This design comes from an exercise in tuning for small area, a short achievable clock period and few clock cycles per item on the open sky130 flow, not from production work. In this exercise RTL edits were held to simulation tests only and were not proved equivalent to the original. No activity file was given, so power comes from the tool's default toggle rates.

==> branch quartz <==
Design sorted_interval_table, start of the top module:
module sorted_interval_table (
	input  logic                  clk,
	input  logic                  arst_n,
	input  logic                  cfg_we,
	input  logic [sit_pkg::CFG_ADDR_W-1:0] cfg_addr,
	input  logic [sit_pkg::CFG_W-1:0]      cfg_wdata,
	input  logic                  s_tvalid,
	output logic                  s_tready,
	input  logic [sit_pkg::S_TDATA_W-1:0]  s_tdata,    
	input  logic [sit_pkg::KIND_W-1:0]     s_tuser,    
	output logic                  m_tvalid,
	input  logic                  m_tready,
	output logic [sit_pkg::M_TDATA_W-1:0]  m_tdata     
);
	logic [TIME_W-1:0]   day_begin_q;
	logic [TIME_W-1:0]   day_end_q;
	logic [CAPACITY-1:0] vld_q;
	logic [TIME_W-1:0]   bgn_q  [CAPACITY];
	logic [TIME_W-1:0]   fin_q  [CAPACITY];
	logic [ROOM_W-1:0]   room_q [CAPACITY];
	logic                s1_v_q;
	logic [STATUS_W-1:0] s1_status_q;
	logic                s1_fok_q;
	logic [CAPACITY-1:0] s1_eq_q;      
  ...
Settings: LEC_CHECK=0, CAP_MARGIN=20, CORE_MARGIN=2, CORE_UTILIZATION=60, SETUP_SLACK_MARGIN=2.7, SLEW_MARGIN=20; clock period 5.0 ns.
run.sh (not shown) runs the stock make flow with config.mk's settings and CLKGATE_MAP_FILE= SYNTH_SCRIPT=/design/flow/synth_recipe.tcl, a recipe that flattens the netlist after the stock synthesis.
==> branch nickel: changes against branch quartz <==
--- a/flow/design.v
+++ b/flow/design.v
@@ -80,14 +80,16 @@
 	logic [TIME_W-1:0]   day_end_q;
 	logic [CAPACITY-1:0] vld_q;
 	logic [TIME_W-1:0]   bgn_q  [CAPACITY];
 	logic [TIME_W-1:0]   fin_q  [CAPACITY];
 	logic [ROOM_W-1:0]   room_q [CAPACITY];
 	logic                s1_v_q;
-	logic [STATUS_W-1:0] s1_status_q;
-	logic                s1_fok_q;
+	logic [KIND_W-1:0]   s1_kind_q;
+	logic                s1_bad_q;     
+	logic                s1_full_q;
+	logic                s1_empty_q;
 	logic [CAPACITY-1:0] s1_eq_q;      
 	logic [CAPACITY-1:0] s1_lt_q;
 	logic                s2_v_q;
 	logic [STATUS_W-1:0] s2_status_q;
 	logic                s2_fok_q;
 	logic [TIME_W-1:0]   s2_fin_q;
@@ -106,12 +108,13 @@
 	logic                is_rm;
 	logic                is_find;
 	logic                bad_ins;
 	logic                full;
 	logic                empty;
 	logic                found;
+	logic                s1_find;
 	logic [CAPACITY-1:0] eq;
 	logic [CAPACITY-1:0] lt;
 	logic [CAPACITY-1:0] free_pre;    
 	logic [CAPACITY-1:0] first_free;
 	logic [STATUS_W-1:0] status;
 	logic [TIME_W-1:0]   rd_fin;
@@ -131,13 +134,12 @@
 	always_comb begin
 		for (int i = 0; i < CAPACITY; i++) begin
 			eq[i] = vld_q[i] && (bgn_q[i] == in_e.bgn);
 			lt[i] = vld_q[i] && (bgn_q[i] < in_e.bgn);
 		end
 	end
-	assign found = |eq;
 	always_comb begin
 		free_pre[0] = 1'b1;
 		for (int i = 1; i < CAPACITY; i++) begin
 			free_pre[i] = free_pre[i-1] && vld_q[i-1];
 		end
 		first_free = free_pre & ~vld_q;
@@ -146,17 +148,21 @@
 		rd_fin  = '0;
 		rd_room = '0;
 		for (int i = 0; i < CAPACITY; i++) begin
 			rd_fin  = rd_fin  | (fin_q[i]  & {TIME_W{s1_eq_q[i]}});
 			rd_room = rd_room | (room_q[i] & {ROOM_W{s1_eq_q[i]}});
 		end
+		rd_fin  = rd_fin  & {TIME_W{s1_find}};
+		rd_room = rd_room & {ROOM_W{s1_find}};
 	end
+	assign found   = |s1_eq_q;
+	assign s1_find = (s1_kind_q == KIND_FIND);
 	always_comb begin
-		unique case (s_tuser)
-			KIND_INSERT: status = bad_ins ? STAT_RANGE : (full ? STAT_FULL : STAT_OK);
-			KIND_REMOVE: status = empty ? STAT_EMPTY : (found ? STAT_OK : STAT_NOTFOUND);
+		unique case (s1_kind_q)
+			KIND_INSERT: status = s1_bad_q ? STAT_RANGE : (s1_full_q ? STAT_FULL : STAT_OK);
+			KIND_REMOVE: status = s1_empty_q ? STAT_EMPTY : (found ? STAT_OK : STAT_NOTFOUND);
 			KIND_FIND:   status = found ? STAT_OK : STAT_NOTFOUND;
 			default:     status = STAT_RANGE;
 		endcase
 	end
 	always_ff @(posedge clk) begin
 		for (int i = 0; i < CAPACITY; i++) begin
@@ -196,19 +202,21 @@
 				out_v_q <= s2_v_q;
 			end
 		end
 	end
 	always_ff @(posedge clk) begin
 		if (adv) begin
-			s1_status_q <= status;
-			s1_fok_q    <= is_find && found;
-			s1_eq_q     <= is_find ? eq : '0;
+			s1_kind_q   <= s_tuser;
+			s1_bad_q    <= bad_ins;
+			s1_full_q   <= full;
+			s1_empty_q  <= empty;
+			s1_eq_q     <= eq;
 			s1_lt_q     <= lt;
 		end
 	end
-	logic q0_s0, q0_c1, q0_s2, q0_c3, q0_s4, q0_c5, q0_s6, q0_c7, q0_s8, q0_c9, q0_s10, q0_c11, q0_s12, q0_c13, q1_s14, q1_c15, q1_s16, q1_c17, q1_s18, q1_c19, q1_s20, q1_c21, q1_s22, q1_c23, q1_s24, q1_c25, q1_s26, q1_c27, q2_s28, q2_c29, q2_s30, q2_c31, q2_s32, q2_c33, q2_s34, q2_c35, q2_s36, q2_c37, q2_s38, q2_c39, q2_s40, q2_c41, q3_s42, q3_c43, q3_s44, q3_c45, q3_s46, q3_c47, q3_s48, q3_c49, q3_s50, q3_c51, q3_s52, q3_c53, q3_s54, q3_c55, r_s56, r_c57, r_s58, r_c59, r_s60, r_c61, r_s62, r_c63, r_s64, r_c65, r_s66, r_c67, r_s68, r_c69, r_s70, r_c71, r_s72, r_c73, r_s74, r_c75, r_s76, r_c77, r_s78, r_c79;
+	logic q0_s0, q0_c1, q0_s2, q0_c3, q0_s4, q0_c5, q0_s6, q0_c7, q0_s8, q0_c9, q0_s10, q0_c11, q0_s12, q0_c13, q1_s14, q1_c15, q1_s16, q1_c17, q1_s18, q1_c19, q1_s20, q1_c21, q1_s22, q1_c23, q1_s24, q1_c25, q1_s26, q1_c27, q2_s28, q2_c29, q2_s30, q2_c31, q2_s32, q2_c33, q2_s34, q2_c35, q2_s36, q2_c37, q2_s38, q2_c39, q2_s40, q2_c41, q3_s42, q3_c43, q3_s44, q3_c45, q3_s46, q3_c47, q3_s48, q3_c49, q3_s50, q3_c51, q3_s52, q3_c53, q3_s54, q3_c55, ra_g0, ra_p0, ra_g1, ra_p1, ra_g2, ra_p2, ra_g3, ra_p3, ra_g4, ra_p4, ra_s0, ra_s1, ra_s2, ra_s3, ra_s4, rb_g0, rb_p0, rb_g1, rb_p1, rb_g2, rb_p2, rb_g3, rb_p3, rb_g4, rb_p4, rb_s0, rb_s1, rb_s2, rb_s3, rb_s4, rc_g0, rc_p0, rc_g1, rc_p1, rc_g2, rc_p2, rc_g3, rc_p3, rc_g4, rc_p4, rc_g5, rc_p5, rc_s0, rc_s1, rc_s2, rc_s3, rc_s4, rc_s5;
 	always_comb begin
 		q0_s0 = s1_lt_q[0] ^ s1_lt_q[1] ^ s1_lt_q[2];
 		q0_c1 = (s1_lt_q[0] & s1_lt_q[1]) | (s1_lt_q[0] & s1_lt_q[2]) | (s1_lt_q[1] & s1_lt_q[2]);
 		q0_s2 = s1_lt_q[3] ^ s1_lt_q[4] ^ s1_lt_q[5];
 		q0_c3 = (s1_lt_q[3] & s1_lt_q[4]) | (s1_lt_q[3] & s1_lt_q[5]) | (s1_lt_q[4] & s1_lt_q[5]);
 		q0_s4 = q0_s0 ^ q0_s2 ^ s1_lt_q[6];
@@ -264,42 +272,66 @@
 		q3_c51 = q3_s46 & s1_lt_q[31];
 		q3_s52 = q3_s48 ^ q3_c51;
 		q3_c53 = q3_s48 & q3_c51;
 		q3_s54 = q3_c49 ^ q3_c53;
 		q3_c55 = q3_c49 & q3_c53;
 		pc8[15:12] = {q3_c55, q3_s54, q3_s52, q3_s50};
-		r_s56 = s2_pc_q[0] ^ s2_pc_q[4] ^ s2_pc_q[8];
-		r_c57 = (s2_pc_q[0] & s2_pc_q[4]) | (s2_pc_q[0] & s2_pc_q[8]) | (s2_pc_q[4] & s2_pc_q[8]);
-		r_s58 = s2_pc_q[1] ^ s2_pc_q[5] ^ s2_pc_q[9];
-		r_c59 = (s2_pc_q[1] & s2_pc_q[5]) | (s2_pc_q[1] & s2_pc_q[9]) | (s2_pc_q[5] & s2_pc_q[9]);
-		r_s60 = s2_pc_q[2] ^ s2_pc_q[6] ^ s2_pc_q[10];
-		r_c61 = (s2_pc_q[2] & s2_pc_q[6]) | (s2_pc_q[2] & s2_pc_q[10]) | (s2_pc_q[6] & s2_pc_q[10]);
-		r_s62 = s2_pc_q[3] ^ s2_pc_q[7] ^ s2_pc_q[11];
-		r_c63 = (s2_pc_q[3] & s2_pc_q[7]) | (s2_pc_q[3] & s2_pc_q[11]) | (s2_pc_q[7] & s2_pc_q[11]);
-		r_s64 = r_c57 ^ r_s58 ^ s2_pc_q[13];
-		r_c65 = (r_c57 & r_s58) | (r_c57 & s2_pc_q[13]) | (r_s58 & s2_pc_q[13]);
-		r_s66 = r_c59 ^ r_s60 ^ s2_pc_q[14];
-		r_c67 = (r_c59 & r_s60) | (r_c59 & s2_pc_q[14]) | (r_s60 & s2_pc_q[14]);
-		r_s68 = r_c61 ^ r_s62 ^ s2_pc_q[15];
-		r_c69 = (r_c61 & r_s62) | (r_c61 & s2_pc_q[15]) | (r_s62 & s2_pc_q[15]);
-		r_s70 = r_s56 ^ s2_pc_q[12];
-		r_c71 = r_s56 & s2_pc_q[12];
-		r_s72 = r_s64 ^ r_c71;
-		r_c73 = r_s64 & r_c71;
-		r_s74 = r_c65 ^ r_s66 ^ r_c73;
-		r_c75 = (r_c65 & r_s66) | (r_c65 & r_c73) | (r_s66 & r_c73);
-		r_s76 = r_c67 ^ r_s68 ^ r_c75;
-		r_c77 = (r_c67 & r_s68) | (r_c67 & r_c75) | (r_s68 & r_c75);
-		r_s78 = r_c69 ^ r_c63 ^ r_c77;
-		r_c79 = (r_c69 & r_c63) | (r_c69 & r_c77) | (r_c63 & r_c77);
-		idx = {r_c79, r_s78, r_s76, r_s74, r_s72, r_s70};
+		ra_g0 = s2_pc_q[0] & s2_pc_q[4];
+		ra_p0 = s2_pc_q[0] ^ s2_pc_q[4];
+		ra_g1 = s2_pc_q[1] & s2_pc_q[5];
+		ra_p1 = s2_pc_q[1] ^ s2_pc_q[5];
+		ra_g2 = s2_pc_q[2] & s2_pc_q[6];
+		ra_p2 = s2_pc_q[2] ^ s2_pc_q[6];
+		ra_g3 = s2_pc_q[3] & s2_pc_q[7];
+		ra_p3 = s2_pc_q[3] ^ s2_pc_q[7];
+		ra_g4 = 1'b0 & 1'b0;
+		ra_p4 = 1'b0 ^ 1'b0;
+		ra_s0 = ra_p0;
+		ra_s1 = ra_p1 ^ ((ra_g0));
+		ra_s2 = ra_p2 ^ ((ra_g0 & ra_p1) | (ra_g1));
+		ra_s3 = ra_p3 ^ ((ra_g0 & ra_p1 & ra_p2) | (ra_g1 & ra_p2) | (ra_g2));
+		ra_s4 = ra_p4 ^ ((ra_g0 & ra_p1 & ra_p2 & ra_p3) | (ra_g1 & ra_p2 & ra_p3) | (ra_g2 & ra_p3) | (ra_g3));
+		rb_g0 = s2_pc_q[8] & s2_pc_q[12];
+		rb_p0 = s2_pc_q[8] ^ s2_pc_q[12];
+		rb_g1 = s2_pc_q[9] & s2_pc_q[13];
+		rb_p1 = s2_pc_q[9] ^ s2_pc_q[13];
+		rb_g2 = s2_pc_q[10] & s2_pc_q[14];
+		rb_p2 = s2_pc_q[10] ^ s2_pc_q[14];
+		rb_g3 = s2_pc_q[11] & s2_pc_q[15];
+		rb_p3 = s2_pc_q[11] ^ s2_pc_q[15];
+		rb_g4 = 1'b0 & 1'b0;
+		rb_p4 = 1'b0 ^ 1'b0;
+		rb_s0 = rb_p0;
+		rb_s1 = rb_p1 ^ ((rb_g0));
+		rb_s2 = rb_p2 ^ ((rb_g0 & rb_p1) | (rb_g1));
+		rb_s3 = rb_p3 ^ ((rb_g0 & rb_p1 & rb_p2) | (rb_g1 & rb_p2) | (rb_g2));
+		rb_s4 = rb_p4 ^ ((rb_g0 & rb_p1 & rb_p2 & rb_p3) | (rb_g1 & rb_p2 & rb_p3) | (rb_g2 & rb_p3) | (rb_g3));
+		rc_g0 = ra_s0 & rb_s0;
+		rc_p0 = ra_s0 ^ rb_s0;
+		rc_g1 = ra_s1 & rb_s1;
+		rc_p1 = ra_s1 ^ rb_s1;
+		rc_g2 = ra_s2 & rb_s2;
+		rc_p2 = ra_s2 ^ rb_s2;
+		rc_g3 = ra_s3 & rb_s3;
+		rc_p3 = ra_s3 ^ rb_s3;
+		rc_g4 = ra_s4 & rb_s4;
+		rc_p4 = ra_s4 ^ rb_s4;
+		rc_g5 = 1'b0 & 1'b0;
+		rc_p5 = 1'b0 ^ 1'b0;
+		rc_s0 = rc_p0;
+		rc_s1 = rc_p1 ^ ((rc_g0));
+		rc_s2 = rc_p2 ^ ((rc_g0 & rc_p1) | (rc_g1));
+		rc_s3 = rc_p3 ^ ((rc_g0 & rc_p1 & rc_p2) | (rc_g1 & rc_p2) | (rc_g2));
+		rc_s4 = rc_p4 ^ ((rc_g0 & rc_p1 & rc_p2 & rc_p3) | (rc_g1 & rc_p2 & rc_p3) | (rc_g2 & rc_p3) | (rc_g3));
+		rc_s5 = rc_p5 ^ ((rc_g0 & rc_p1 & rc_p2 & rc_p3 & rc_p4) | (rc_g1 & rc_p2 & rc_p3 & rc_p4) | (rc_g2 & rc_p3 & rc_p4) | (rc_g3 & rc_p4) | (rc_g4));
+		idx = {rc_s5, rc_s4, rc_s3, rc_s2, rc_s1, rc_s0};
 	end
 	always_ff @(posedge clk) begin
 		if (adv) begin
-			s2_status_q <= s1_status_q;
-			s2_fok_q    <= s1_fok_q;
+			s2_status_q <= status;
+			s2_fok_q    <= s1_find && found;
 			s2_fin_q    <= rd_fin;
 			s2_room_q   <= rd_room;
 			s2_pc_q     <= pc8;
 		end
 	end
 	always_ff @(posedge clk) begin
- CTS_CLUSTER_DIAMETER: default -> 100
- CTS_CLUSTER_SIZE: default -> 20
- SETUP_SLACK_MARGIN: 2.7 -> 2.6
==> comparison table <==
item	branch quartz	branch nickel
Outcome	no timing/DRC/antenna violations	no timing/DRC/antenna violations
Post-Layout Inst Area	60,800 sq um	55,300 sq um
Overall Global Routing Usage	38.3%	35.2%
Share of the core filled with cells	75.6%	68.4%
Flops & latches, synth	1,151	1,152
Launching element type of the critical path	primary input	register
Worst vdd rail ir drop	361 uV	255 uV
Die area	83,400 sq um	84,100 sq um
Chip Width	289 um	290 um
Synthesized-area fraction occupied by ao, oa, aoi and oai cells	9.82%	10.1%
Mux contribution to synthesized area	0.278%	0.275%
Area growth syn-to-layout	24.9%	12.6%
Critical Path RT	4.00 ns	5.40 ns
Inverters	182	157
Power per cell area	405 nW/um^2	392 nW/um^2
Peak clock frequency supported by timing	0.347 GHz	0.372 GHz
Vias/cell	6.90	6.96
Register Area	34,300 sq um	34,300 sq um
Hold Path Class	register to register	primary input to async pin
Testbench counts of branch quartz, summed over its fixed seeds: cycles 4,824, items 4,800.
Testbench counts of branch nickel, summed over its fixed seeds: cycles 4,824, items 4,800.

==> re-timing with driven ports <==
How much do the figures lean on ideal ports? The routed layouts below were timed once more, with nothing changed but the port constraints. Step 1, drivers: a clkbuf_16 drives clk and a buf_2 each remaining input, both assumed. Step 2, shift: input delay + t, output delay - t, t = (earliest + latest rising clock arrival at the registers) / 2. This alone moves slack from input paths to output paths. Slacks: no drivers / after step 1 / after step 2; pairs: no drivers / after step 1.
run | t, ns | setup slack, ns | worst hold slack (ns) | latest minus earliest clock arrival (ns)
branch quartz | 0.760 | 2.120 / 2.056 / 1.421 | 0.416 / 0.411 / 0.416 | 0.043 / 0.043
branch nickel | 0.712 | 2.310 / 2.310 / 1.780 | 0.242 / 0.189 / 0.424 | 0.037 / 0.037
After both steps setup and hold are still met in every run listed. For branch quartz, which loses most, drivers alone change the setup slack by -0.064 ns; drivers and shift together by -0.699 ns.
